What follows belongs to an exercise in optimizing a design on an open flow for small area; a production flow would make more cautious choices. Only the layout flow was run in this run; the RTL was not checked for function there. Power figures rest on the tool's default switching activity, not on a simulated workload.

**flow/run.sh**
```bash
#!/bin/bash
# synth_recipe.tcl (not shown) runs the flow's synth.tcl, then flattens the netlist and writes it again
# the make line also repeats each setting of config.mk as NAME=value (left out here)
make -C /OpenROAD-flow-scripts/flow DESIGN_CONFIG=/design/flow/config.mk WORK_HOME=/design/flow/orfs CLKGATE_MAP_FILE= SYNTH_SCRIPT=/design/flow/synth_recipe.tcl finish
```
**flow/config.mk**
```make
export PLATFORM = sky130hd
export DESIGN_NAME = sid_synth_top
export DESIGN_NICKNAME = sid_synth_top
export VERILOG_FILES = /design/flow/design.v
export SDC_FILE = /design/flow/constraint.sdc
export NUM_CORES = 4
export LEC_CHECK = 0
export CAP_MARGIN = 20
export CORE_MARGIN = 2
export CORE_UTILIZATION = 40
export SLEW_MARGIN = 20
```
**flow/constraint.sdc**
```tcl
create_clock -name core_clock -period 8.0 [get_ports {clk}]
set_input_delay 1.6000 -clock core_clock [delete_from_list [all_inputs] [get_ports {clk}]]
set_output_delay 1.6000 -clock core_clock [all_outputs]
set_load 0.01 [all_outputs]
```
**flow/design.v**
```verilog
`default_nettype none
package synth_pkg;
    localparam int FREQ_W = 16;
    localparam int ACC_W  = 24;
    localparam int REG_W  = 8;
    localparam int VIDX_W = 2;
    localparam logic [2:0] REG_FREQ_LO = 3'd0;
    localparam logic [2:0] REG_FREQ_HI = 3'd1;
    localparam logic [2:0] REG_PW      = 3'd2;
    localparam logic [2:0] REG_AD      = 3'd4;
    localparam logic [2:0] REG_SR      = 3'd5;
    localparam logic [2:0] REG_WAVE    = 3'd6;
    localparam int WAVE_GATE  = 0;
    localparam int WAVE_TRI   = 4;
    localparam int WAVE_SAW   = 5;
    localparam int WAVE_PULSE = 6;
    typedef enum logic [2:0] {
        IDLE,
        ATTACK,
        DECAY,
        SUSTAIN,
        RELEASE
    } env_state_t;
endpackage
`default_nettype wire
`timescale 1ns/1ps
`default_nettype none
module spi_voice_regs #(
    parameter int NUM_VOICES = 4
) (
    input  wire logic                         clk,
    input  wire logic                         rst_n,
    input  wire logic                         spi_clk,
    input  wire logic                         spi_cs_n,
    input  wire logic                         spi_mosi,
    output logic [NUM_VOICES-1:0][synth_pkg::FREQ_W-1:0] freq,
    output logic [NUM_VOICES-1:0][synth_pkg::REG_W-1:0] pw,
    output logic [NUM_VOICES-1:0][synth_pkg::REG_W-1:0] attack,
    output logic [NUM_VOICES-1:0][synth_pkg::REG_W-1:0] sustain,
    output logic [NUM_VOICES-1:0][synth_pkg::REG_W-1:0] wave
);
    logic sclk_s1;
    logic sclk_s2;
    logic sclk_s3;
    logic cs_n_s1;
    logic cs_n_s2;
    logic mosi_s1;
    logic mosi_s2;
    always_ff @(posedge clk or negedge rst_n) begin
        if (!rst_n) begin
            sclk_s1 <= 1'b0;
            sclk_s2 <= 1'b0;
            sclk_s3 <= 1'b0;
            cs_n_s1 <= 1'b1;
            cs_n_s2 <= 1'b1;
            mosi_s1 <= 1'b0;
            mosi_s2 <= 1'b0;
        end else begin
            sclk_s1 <= spi_clk;
            sclk_s2 <= sclk_s1;
            sclk_s3 <= sclk_s2;
            cs_n_s1 <= spi_cs_n;
            cs_n_s2 <= cs_n_s1;
            mosi_s1 <= spi_mosi;
            mosi_s2 <= mosi_s1;
        end
    end
    logic sclk_rise;
    logic cs_active;
    assign sclk_rise = sclk_s2 && !sclk_s3;
    assign cs_active = !cs_n_s2;
    logic [14:0]       rx_shift;
    logic [3:0]        bit_cnt;
    logic [15:0]       frame;
    logic              frame_done;
    logic [2:0]        addr;
    logic [synth_pkg::VIDX_W-1:0] vidx;
    logic [synth_pkg::REG_W-1:0]  data;
    always_ff @(posedge clk or negedge rst_n) begin
        if (!rst_n) begin
            rx_shift <= '0;
            bit_cnt  <= '0;
        end else if (!cs_active) begin
            rx_shift <= '0;
            bit_cnt  <= '0;
        end else if (sclk_rise) begin
            rx_shift <= {rx_shift[13:0], mosi_s2};
            bit_cnt  <= bit_cnt + 4'd1;
        end
    end
    assign frame      = {rx_shift, mosi_s2};
    assign frame_done = cs_active && sclk_rise && (bit_cnt == 4'd15);
    assign addr = frame[15:13];
    assign vidx = frame[12:11];
    assign data = frame[synth_pkg::REG_W-1:0];
    always_ff @(posedge clk or negedge rst_n) begin
        if (!rst_n) begin
            for (int v = 0; v < NUM_VOICES; v++) begin
                freq[v]    <= '0;
                pw[v]      <= '0;
                attack[v]  <= '0;
                sustain[v] <= '0;
                wave[v]    <= '0;
            end
        end else if (frame_done) begin
            for (int v = 0; v < NUM_VOICES; v++) begin
                if (vidx == synth_pkg::VIDX_W'(v)) begin
                    case (addr)
                        synth_pkg::REG_FREQ_LO: freq[v][synth_pkg::REG_W-1:0]      <= data;
                        synth_pkg::REG_FREQ_HI: freq[v][synth_pkg::FREQ_W-1:synth_pkg::REG_W] <= data;
                        synth_pkg::REG_PW:      pw[v]                   <= data;
                        synth_pkg::REG_AD:      attack[v]               <= data;
                        synth_pkg::REG_SR:      sustain[v]              <= data;
                        synth_pkg::REG_WAVE:    wave[v]                 <= data;
                        default: ;
                    endcase
                end
            end
        end
    end
endmodule
`default_nettype wire
`timescale 1ns/1ps
`default_nettype none
module sid_voice (
    input  wire logic                         clk,
    input  wire logic                         rst_n,
    input  wire logic                         sample_tick,
    input  wire logic [synth_pkg::FREQ_W-1:0] freq,
    input  wire logic [synth_pkg::REG_W-1:0]  pw,
    input  wire logic [synth_pkg::REG_W-1:0]  attack,
    input  wire logic [synth_pkg::REG_W-1:0]  sustain,
    input  wire logic [synth_pkg::REG_W-1:0]  wave,
    output logic      [synth_pkg::REG_W-1:0]  level
);
    logic [synth_pkg::ACC_W-1:0] phase;
    always_ff @(posedge clk or negedge rst_n) begin
        if (!rst_n) begin
            phase <= '0;
        end else if (sample_tick) begin
            phase <= phase + synth_pkg::ACC_W'(freq);
        end
    end
    logic [synth_pkg::REG_W-1:0] p;
    logic [synth_pkg::REG_W-1:0] saw_val;
    logic [synth_pkg::REG_W-1:0] tri_val;
    logic [synth_pkg::REG_W-1:0] pulse_val;
    logic [synth_pkg::REG_W-1:0] wave_val;
    logic             any_sel;
    assign p         = phase[synth_pkg::ACC_W-1 -: synth_pkg::REG_W];
    assign saw_val   = p;
    assign tri_val   = {p[synth_pkg::REG_W-2:0], 1'b0} ^ {synth_pkg::REG_W{p[synth_pkg::REG_W-1]}};
    assign pulse_val = (p < pw) ? '1 : '0;
    assign any_sel   = wave[synth_pkg::WAVE_SAW] | wave[synth_pkg::WAVE_TRI] | wave[synth_pkg::WAVE_PULSE];
    always_comb begin
        wave_val = '1;
        if (wave[synth_pkg::WAVE_SAW]) begin
            wave_val = wave_val & saw_val;
        end
        if (wave[synth_pkg::WAVE_TRI]) begin
            wave_val = wave_val & tri_val;
        end
        if (wave[synth_pkg::WAVE_PULSE]) begin
            wave_val = wave_val & pulse_val;
        end
        if (!any_sel) begin
            wave_val = '0;
        end
    end
    synth_pkg::env_state_t       env_state;
    synth_pkg::env_state_t       gated_state;
    synth_pkg::env_state_t       nxt_state;
    logic [synth_pkg::REG_W-1:0] env_val;
    logic [synth_pkg::REG_W-1:0] nxt_env;
    logic             gate;
    logic [synth_pkg::REG_W-1:0] atk_step;
    logic [synth_pkg::REG_W-1:0] dec_step;
    logic [synth_pkg::REG_W-1:0] rel_step;
    logic [synth_pkg::REG_W-1:0] sus_level;
    logic [synth_pkg::REG_W:0]   atk_sum;
    logic [synth_pkg::REG_W:0]   dec_floor;
    assign gate      = wave[synth_pkg::WAVE_GATE];
    assign atk_step  = synth_pkg::REG_W'(attack[3:0]) + synth_pkg::REG_W'(1);
    assign dec_step  = synth_pkg::REG_W'(attack[7:4]) + synth_pkg::REG_W'(1);
    assign rel_step  = synth_pkg::REG_W'(sustain[7:4]) + synth_pkg::REG_W'(1);
    assign sus_level = {sustain[3:0], sustain[3:0]};
    assign atk_sum   = (synth_pkg::REG_W+1)'(env_val) + (synth_pkg::REG_W+1)'(atk_step);
    assign dec_floor = (synth_pkg::REG_W+1)'(sus_level) + (synth_pkg::REG_W+1)'(dec_step);
    always_comb begin
        gated_state = env_state;
        if (gate && (env_state == synth_pkg::IDLE || env_state == synth_pkg::RELEASE)) begin
            gated_state = synth_pkg::ATTACK;
        end else if (!gate && (env_state == synth_pkg::ATTACK || env_state == synth_pkg::DECAY ||
                               env_state == synth_pkg::SUSTAIN)) begin
            gated_state = synth_pkg::RELEASE;
        end
        nxt_state = gated_state;
        nxt_env   = env_val;
        case (gated_state)
            synth_pkg::ATTACK: begin
                if (atk_sum >= (synth_pkg::REG_W+1)'(2**synth_pkg::REG_W - 1)) begin
                    nxt_env   = '1;
                    nxt_state = synth_pkg::DECAY;
                end else begin
                    nxt_env = atk_sum[synth_pkg::REG_W-1:0];
                end
            end
            synth_pkg::DECAY: begin
                if ((synth_pkg::REG_W+1)'(env_val) <= dec_floor) begin
                    nxt_env   = sus_level;
                    nxt_state = synth_pkg::SUSTAIN;
                end else begin
                    nxt_env = env_val - dec_step;
                end
            end
            synth_pkg::RELEASE: begin
                if (env_val <= rel_step) begin
                    nxt_env   = '0;
                    nxt_state = synth_pkg::IDLE;
                end else begin
                    nxt_env = env_val - rel_step;
                end
            end
            default: ;
        endcase
    end
    always_ff @(posedge clk or negedge rst_n) begin
        if (!rst_n) begin
            env_state <= synth_pkg::IDLE;
            env_val   <= '0;
        end else if (sample_tick) begin
            env_state <= nxt_state;
            env_val   <= nxt_env;
        end
    end
    logic                 tick_d1;
    logic [2*synth_pkg::REG_W-1:0]   product;
    assign product = wave_val * env_val;
    always_ff @(posedge clk or negedge rst_n) begin
        if (!rst_n) begin
            tick_d1 <= 1'b0;
            level   <= '0;
        end else begin
            tick_d1 <= sample_tick;
            if (tick_d1) begin
                level <= product[2*synth_pkg::REG_W-1:synth_pkg::REG_W];
            end
        end
    end
endmodule
`default_nettype wire
`timescale 1ns/1ps
`default_nettype none
module voice_mixer #(
    parameter int NUM_VOICES = 4,
    parameter int SAMPLE_DIV = 256,
    parameter int MIX_W      = 10
) (
    input  wire logic                        clk,
    input  wire logic                        rst_n,
    input  wire logic [NUM_VOICES-1:0][synth_pkg::REG_W-1:0] level,
    output logic                             sample_tick,
    output logic      [MIX_W-1:0]            sample,
    output logic                             sample_valid
);
    localparam int CNT_W = $clog2(SAMPLE_DIV);
    logic [CNT_W-1:0] div_cnt;
    always_ff @(posedge clk or negedge rst_n) begin
        if (!rst_n) begin
            div_cnt     <= '0;
            sample_tick <= 1'b0;
        end else if (div_cnt == CNT_W'(SAMPLE_DIV - 1)) begin
            div_cnt     <= '0;
            sample_tick <= 1'b1;
        end else begin
            div_cnt     <= div_cnt + CNT_W'(1);
            sample_tick <= 1'b0;
        end
    end
    logic             tick_d1;
    logic             tick_d2;
    logic [MIX_W-1:0] level_sum;
    always_comb begin
        level_sum = '0;
        for (int i = 0; i < NUM_VOICES; i++) begin
            level_sum = level_sum + MIX_W'(level[i]);
        end
    end
    always_ff @(posedge clk or negedge rst_n) begin
        if (!rst_n) begin
            tick_d1      <= 1'b0;
            tick_d2      <= 1'b0;
            sample_valid <= 1'b0;
            sample       <= '0;
        end else begin
            tick_d1      <= sample_tick;
            tick_d2      <= tick_d1;
            sample_valid <= tick_d2;
            if (tick_d2) begin
                sample <= level_sum;
            end
        end
    end
endmodule
`default_nettype wire
`timescale 1ns/1ps
`default_nettype none
module sid_synth_top #(
    parameter  int NUM_VOICES = 4,
    parameter  int SAMPLE_DIV = 256,
    localparam int MIX_W      = synth_pkg::REG_W + 2
) (
    input  wire logic             clk,
    input  wire logic             rst_n,
    input  wire logic             spi_clk,
    input  wire logic             spi_cs_n,
    input  wire logic             spi_mosi,
    output logic      [MIX_W-1:0] sample,
    output logic                  sample_valid
);
    logic [NUM_VOICES-1:0][synth_pkg::FREQ_W-1:0] freq;
    logic [NUM_VOICES-1:0][synth_pkg::REG_W-1:0] pw;
    logic [NUM_VOICES-1:0][synth_pkg::REG_W-1:0] attack;
    logic [NUM_VOICES-1:0][synth_pkg::REG_W-1:0] sustain;
    logic [NUM_VOICES-1:0][synth_pkg::REG_W-1:0] wave;
    logic [NUM_VOICES-1:0][synth_pkg::REG_W-1:0] level;
    logic              sample_tick;
    spi_voice_regs #(
        .NUM_VOICES (NUM_VOICES)
    ) u_regs (
        .clk      (clk),
        .rst_n    (rst_n),
        .spi_clk  (spi_clk),
        .spi_cs_n (spi_cs_n),
        .spi_mosi (spi_mosi),
        .freq     (freq),
        .pw       (pw),
        .attack   (attack),
        .sustain  (sustain),
        .wave     (wave)
    );
    for (genvar v = 0; v < NUM_VOICES; v++) begin : g_voice
        sid_voice u_voice (
            .clk         (clk),
            .rst_n       (rst_n),
            .sample_tick (sample_tick),
            .freq        (freq[v]),
            .pw          (pw[v]),
            .attack      (attack[v]),
            .sustain     (sustain[v]),
            .wave        (wave[v]),
            .level       (level[v])
        );
    end
    voice_mixer #(
        .NUM_VOICES (NUM_VOICES),
        .SAMPLE_DIV (SAMPLE_DIV),
        .MIX_W      (MIX_W)
    ) u_mixer (
        .clk          (clk),
        .rst_n        (rst_n),
        .level        (level),
        .sample_tick  (sample_tick),
        .sample       (sample),
        .sample_valid (sample_valid)
    );
endmodule
`default_nettype wire
```
==> run summary <==
==> kinds of logic after synthesis <==
kind of cell	count (synthesis)	share of synthesized area
flops	396	0.289
simple gates	967	0.145
mux	224	0.0732
fa+ha+maj	536	0.233
compound gates	749	0.149
xor+xnor	220	0.0561
buf+inv	500	0.0551
==> cell type report <==
type                            instances  area, sq um  share of cell area
Multi-Input combinational cell       2696        22500               0.601
Sequential cell                       396         9920               0.264
Inverter                              394         1480              0.0394
Tap cell                             1144         1430              0.0382
Clock buffer                           68         1420              0.0378
Timing Repair Buffer                   43          388              0.0103
Clock inverter                         21          325             0.00868
Antenna cell                            1         2.50           0.0000667
==> sequential cells by signal (all words and copies together), names as in the netlist, 10 cells and up <==
name and count:
g_voice.u_voice.env_state 12, g_voice.u_voice.env_val 32, g_voice.u_voice.level 32, g_voice.u_voice.phase 96, u_mixer.sample 10, u_regs.attack 32, u_regs.freq 64, u_regs.pw 32
u_regs.rx_shift 15, u_regs.sustain 32, u_regs.wave 16
==> routing by layer <==
layer / vias up / GRT usage / part of all wire
met5: - / 0 / 0
met4: 0 / 0.0358 / 0.016
met3: 92 / 0.0206 / 0.035
met2: 417 / 0.308 / 0.47
met1: 12500 / 0.258 / 0.48
li1: 12500 / - / -
==> worst max path at each step <==
stage                                       from                     endpoint  slack, ps  cells after the start
detailed placement  g_voice[1].u_voice.phase[23]  g_voice[1].u_voice.level[5]       1400                     21
floorplan           g_voice[3].u_voice.phase[17]  g_voice[3].u_voice.level[7]       2040                     21
global placement    g_voice[2].u_voice.phase[17]  g_voice[2].u_voice.level[5]       1450                     21
global route        g_voice[3].u_voice.phase[23]  g_voice[3].u_voice.level[7]        820                     22
finish              g_voice[1].u_voice.phase[23]  g_voice[1].u_voice.level[5]       1340                     21
CTS                 g_voice[2].u_voice.phase[16]  g_voice[2].u_voice.level[5]       1380                     21
==> synth_stat cells, drive strengths merged, types with 17 or more instances <==
master  instances
a211oi         32
a21o           53
a21oi         153
a221oi         43
a31oi          19
and2          197
and3           28
buf            18
clkbuf         88
dfrtp         394
fa            170
ha            366
inv           392
mux2          216
nand2         227
nand2b         39
nand3          75
nand4          19
nor2          180
nor2b          64
nor3           55
o211ai         32
o21a           53
o21ai         177
o31ai          17
xnor2         169
xor2           51
==> worst max-delay path, cell delays in order, from the launching register on <==
cell,delay (ps)
dfrtp_1,670
ha_1,330
o21ai_0,90
o21ai_0,100
a21oi_1,200
nor2_2,140
a221oi_1,770
and2_1,260
fa_1,440
fa_1,520
fa_1,500
inv_1,50
fa_1,470
inv_1,50
ha_1,340
and4_1,210
a221o_1,350
a21oi_1,170
o21ai_2,110
a211oi_2,400
xnor2_1,110
mux2_2,270
==> power groups by stage <==
stage               Combinational, mW  Sequential (mW)  Clock [mW]
CTS                            0.0609             2.01        2.46
finish                         0.0564             2.01        2.39
detailed placement             0.0608             2.05           0
global placement               0.0607             2.05           0
floorplan                     0.00812             2.04           0
global route                   0.0666             2.01        2.54
==> metrics.md <==
| Metric | Value |
|---|---|
| Status | finished clean |
| Worst slew margin | 0.262 |
| Syn-to-layout area delta | 9.24% |
| Worst hold path type | reg2reg |
| Worst Hold Depth | 0 |
| DRT iter0 DRCs | roughly 1600 |
| Final core occ | 0.440 |
| Port bufs | 15 |
| Hold EP | u_regs.cs_n_s2 |
| Fin nets | 4121 |
| Cell Pwr Density | 119 nW/um^2 |
| Leading cell type in the layout, fill and taps excluded | dfrtp_1 |
| CTS-repair resized insts | 0 |
| FMAX | 150 MHz |
| Worst-skew pair later-pin latency | ~600 ps |
| Max Slew Vio Count | 0 |
| Global-route wire length before repair | 134 mm |
| Final Cell Area | roughly 37000 sq um |
| Grt ovf | 0 |
| Clock buffer depth | 3 |
| Dpl cell area | around 36000 sq um |
| Final hold vios | 0 |
| WS Path Type | reg2reg |
| Rows | roughly 110 |
| Origin of the critical flop-to-flop path | g_voice[1].u_voice.phase[23] |
| Total design power | about 4.5 mW |
| R2R depth | 21 |
| Maxcap violations | 0 |
| R2R Setup Slk | 1340 ps |
| Worst EP required | between 8000 and 9000 ps |
| Layout cells sized above 1 | 0.100 |
| Hold Crit Start | u_regs.cs_n_s1 |
| Pint | 3.48 mW |
| CTS Root Cell | clkbuf_16 |
| Primary FF master, synth | dfrtp_1 |
| Vias in the first global route | 25100 |
| Routability cong. | between 0.8 and 0.9 |
| Post-CTS setup buffers | 0 |
| Min Hold Slack | 358 ps |
| Critical Path Fanout Max | 12 |
| Remaining DRCs | 0 |
| YS warnings | 3 |
| Layout fillers | about 8300 |
| Slew @ Worst Pin | 1100 ps |
| Initial antenna violation count | 0 |
| Post-DP HPWL | a little under 60 mm |
| Final setup TNS | 0 ps |
| Initial Util | 0.403 |
| Place WS | approximately 1400 ps |
| Htree depth | 2 |
| Worst Path Arrival | 7140 ps |
| Die area | 88200 sq um |
| Static leakage | about 18 nW |
| CTS tree | built |
| Post-Syn Area per Cell | about 9.6 sq um |
| Worst Setup Slack, final | around 1300 ps |
| Switching part of the total | 0.219 |
| Inserted Clock Buffers | a little under 50 |
| Syn nets | 4133 |
| Clk slew on worst S/H paths | around 60 ps |
| Crit share post-route | 0.833 |
| Critical path launch point type | register |
| Combinational share of power | 0.013 |
| CTS Sinks | around 400 |
| Drt pass-1 iters | 5 |
| Setup Skew | ~29 ps |
| Number of synthesized flops with an enable pin | 0 |
| Area leader, netlist | dfrtp_1 |
| Post-synth ARST share | 1.00 |
| Final wirelength | around 81 mm |
| Non-Filler Instances | between 4000 and 5000 |
| Synthesized instance count | approximately 3600 |
| Final setup fails | 0 |
| Die W | a little under 300 um |
| Worst VDD drop | approximately 0.00015 V |
| Ports | 16 |
| Sequential share of power | 0.451 |
| Synthesized cell area | between 30000 and 40000 sq um |
| Top cell type's share of synthesized area | 0.287 |
| Vias/cell | ~5.4 |
| Pin count of the biggest net entering global routing | between 150 and 200 |
| Synth unique cells | 91 |
| Register area share after synthesis | 0.289 |
| Switch Pwr | slightly below 1 mW |
| Placed Cells | between 4000 and 5000 |
| Via Count | about 26000 |
| Core ar. | ~85000 sq um |
| Reg2reg end | g_voice[1].u_voice.level[5] |
| Synth top area cells | dfrtp_1, ha_1, fa_1, mux2_2, xnor2_1 |
| GRT Overall Usage | 0.184 |
| Most frequent cells in the layout | dfrtp_1, inv_1, ha_1, nand2_1, mux2_2 |
| RSZ-0062 raised after global routing | no |
| Clock power frac | 0.536 |
| Final ANT Viol Nets | 0 |
| Cts hold-fix bufs | 0 |
| Post-route minimum period | 6660 ps |
| Critical Path End Type | register |
| DIE HEIGHT | 297 um |
| Drt wl/cell | ~17 um |
| Seq cells post-synth | 396 |

[separate check: timing with driven ports]
The results above use ideal ports. As a check the final layout listed here was re-extracted and re-timed, cells and wires unchanged. Step 1 assumes that a clkbuf_16 drives the clock port and a buf_2 every other input. Step 2 adds t to the input delays and takes it off the output delays; t is the mean of the earliest and latest rising clock arrival at the registers after step 1. Input paths then give back, and output paths get back, about the clock's delay inside the block. a / b / c = ideal ports / drivers / drivers and shift; a / b = the first two.
shift t [ns]: 0.653
setup WS [ns]: 1.339 / 1.339 / 1.339
hold WS [ns]: 0.358 / 0.358 / 0.358
latest minus earliest clock arrival (ns): 0.033 / 0.033
worst register clock-pin slew, ns: 0.06 / 0.06
After both steps this run still meets setup and hold. For this run, drivers alone change the setup slack by 0.000 ns; drivers and shift together by 0.000 ns.
